What follows belongs to an exercise in optimizing a design on an open flow for small area; a production flow would make more cautious choices.
Function was checked by simulation only, so behaviour that the tests miss may differ from the original.
Power is estimated from default activity; no workload was simulated.

== v58 ==
// adc_frame_packer
module adc_frame_packer
#(
  parameter int NCH    = adc_pkg::ADC_NCH,
  parameter int SW     = adc_pkg::ADC_SW,
  parameter int FCNT_W = 16
) (
  input  logic                  clk,
  input  logic                  rst,
  input  logic                  s_valid,
  output logic                  s_ready,
  input  logic [SW-1:0]         s_data,
  input  logic                  s_sof,
  output logic [2*NCH*SW-1:0]   m_data,
  output logic                  m_valid,
  input  logic                  m_ready,
  output logic                  sync_err,
  output logic [FCNT_W-1:0]     frame_cnt
);
Size: about 910 I/O pins, ~0.051 mm² of cells after synthesis.
==> flow/config.mk <==
export PLATFORM = sky130hd
export DESIGN_NAME = adc_frame_packer
export DESIGN_NICKNAME = adc_frame_packer
export VERILOG_FILES = /design/flow/design.v
export SDC_FILE = /design/flow/constraint.sdc
export NUM_CORES = 4
export LEC_CHECK = 0
export CAP_MARGIN = 20
export CORE_MARGIN = 2
export CORE_UTILIZATION = 60
export SLEW_MARGIN = 20
export SYNTH_HIERARCHICAL = 1
export SYNTH_MINIMUM_KEEP_SIZE = 0
==> flow/constraint.sdc <==
create_clock -name core_clock -period 5.0 [get_ports {clk}]
set_input_delay 1.0000 -clock core_clock [delete_from_list [all_inputs] [get_ports {clk}]]
set_output_delay 1.0000 -clock core_clock [all_outputs]
set_load 0.01 [all_outputs]
standard.sh (not shown) runs the stock make flow with config.mk's settings and CLKGATE_MAP_FILE= SYNTH_SCRIPT=/design/flow/synth_recipe.tcl, a recipe that flattens the netlist after the stock synthesis.
==> flow/flow/run.sh <==
#!/bin/bash
# Standard ORFS layout with smaller port buffers and a leaner clock tree.
# All tool output goes to standard_flow.log here (ORFS's own per-step logs
# stay under orfs/logs/).
set -uo pipefail
bash standard.sh \
  BUFFER_PORTS_ARGS="-buffer_cell sky130_fd_sc_hd__buf_1" \
  CTS_ARGS="-sink_clustering_enable -repair_clock_nets -dont_use_dummy_load -buf_list {sky130_fd_sc_hd__clkbuf_8} -sink_clustering_size 16 -sink_clustering_max_diameter 40" \
  finish > standard_flow.log 2>&1
v58 finished end to end and its layout was clean on timing, DRC and antenna.
Changes in v44 relative to v58:
- SLEW_MARGIN changed from 20 to 10
- CAP_MARGIN changed from 20 to 10
- CORE_UTILIZATION changed from 60 to 70
==> flow/flow/run.sh <==
#!/bin/bash
# Standard ORFS layout with smaller port buffers and a leaner clock tree.
# All tool output goes to standard_flow.log here (ORFS's own per-step logs
# stay under orfs/logs/).
set -uo pipefail
bash standard.sh \
  BUFFER_PORTS_ARGS="-buffer_cell sky130_fd_sc_hd__buf_1" \
  CTS_ARGS="-sink_clustering_enable -repair_clock_nets -dont_use_dummy_load -buf_list {sky130_fd_sc_hd__clkbuf_8} -sink_clustering_size 20 -sink_clustering_max_diameter 50" \
  finish > standard_flow.log 2>&1
==> summary.txt <==
v44: done, clean on timing, DRC and antenna
Compare v44 and v58 | utilization higher: v44
Area after synthesis: v58 vs v44 identical
From v58 to v44 the numbers moved as follows: count of clock-buffer cells in the layout fell by 24; total number of vias saw an increase.
Switching component of the power went down by a few percent going from v58 to v44.
Comparing v44 and v58, the lower depth of the worst register-to-register path is on v44.
Compared v44 vs v58, and post-route clock period utilization is up in v44.
v58 has a higher worst-case setup margin in the final layout than v44.
The sequential share of layout area in v44 sits 0.70 points above the value recorded for v58.
Relative to v58, v44 improves area of all placed cells without fillers.
#### Input delta (v36 over v44)
- a change of CAP_MARGIN from 10 to 20
- a change of SLEW_MARGIN from 10 to 20
- a change of CORE_UTILIZATION from 70 to 60
==> flow/flow/run.sh <==
#!/bin/bash
# Standard ORFS layout with smaller port buffers and a leaner clock tree.
# All tool output goes to standard_flow.log here (ORFS's own per-step logs
# stay under orfs/logs/).
set -uo pipefail
bash standard.sh \
  BUFFER_PORTS_ARGS="-buffer_cell sky130_fd_sc_hd__buf_1" \
  CTS_ARGS="-sink_clustering_enable -repair_clock_nets -dont_use_dummy_load -buf_list {sky130_fd_sc_hd__clkbuf_16} -sink_clustering_size 22 -sink_clustering_max_diameter 50" \
  finish > standard_flow.log 2>&1
==> comparison <==
Summary of v36 over v44: met2 wire length shows an increase of 2.4 mm; share of cells above drive strength 1 shows an increase of 0.35 points; routed wire length shows an increase of 0.83%; reg2reg setup slack shows an increase of 110 ps; total of plain and repair buffers excluding clock buffers shows an increase of 1.6%.
v36 reports a lower signal arrival time at the worst endpoint than v44 does.
Per the comparison of v36 with v44, share of the core filled with cells shows a reduction of 9.2 points; setup slack went up 110 ps; part of the power in the clock network moved up; total power consumption of the routed design has increased.

afterwards: timing with drivers on the ports:
How much do the figures lean on ideal ports? The routed layouts below were timed once more, with nothing changed but the port constraints. Step 1 assumes that a clkbuf_16 drives the clock port and a buf_2 every other input. Step 2, shift: input delay + t, output delay - t, t = (earliest + latest rising clock arrival at the registers) / 2. This alone moves slack from input paths to output paths. Slacks: ideal ports / drivers / drivers and shift; pairs: ideal ports / drivers.
| run | t (ns) | setup slack, ns | slew at the worst register clock pin (ns) | cell pins on the clock port's net |
|---|---|---|---|---|
| v58 | 0.887 | 1.098 / 1.097 / 1.069 | 0.10 / 0.10 | 1 |
| v44 | 0.868 | 1.047 / 1.026 / 1.047 | 0.12 / 0.12 | 1 |
| v36 | 0.776 | 1.161 / 1.161 / 1.104 | 0.08 / 0.08 | 1 |
After both steps every run listed still meets setup and hold. The setup slack of v36, which loses most, moves by 0.000 ns with the drivers and by -0.057 ns with both steps.
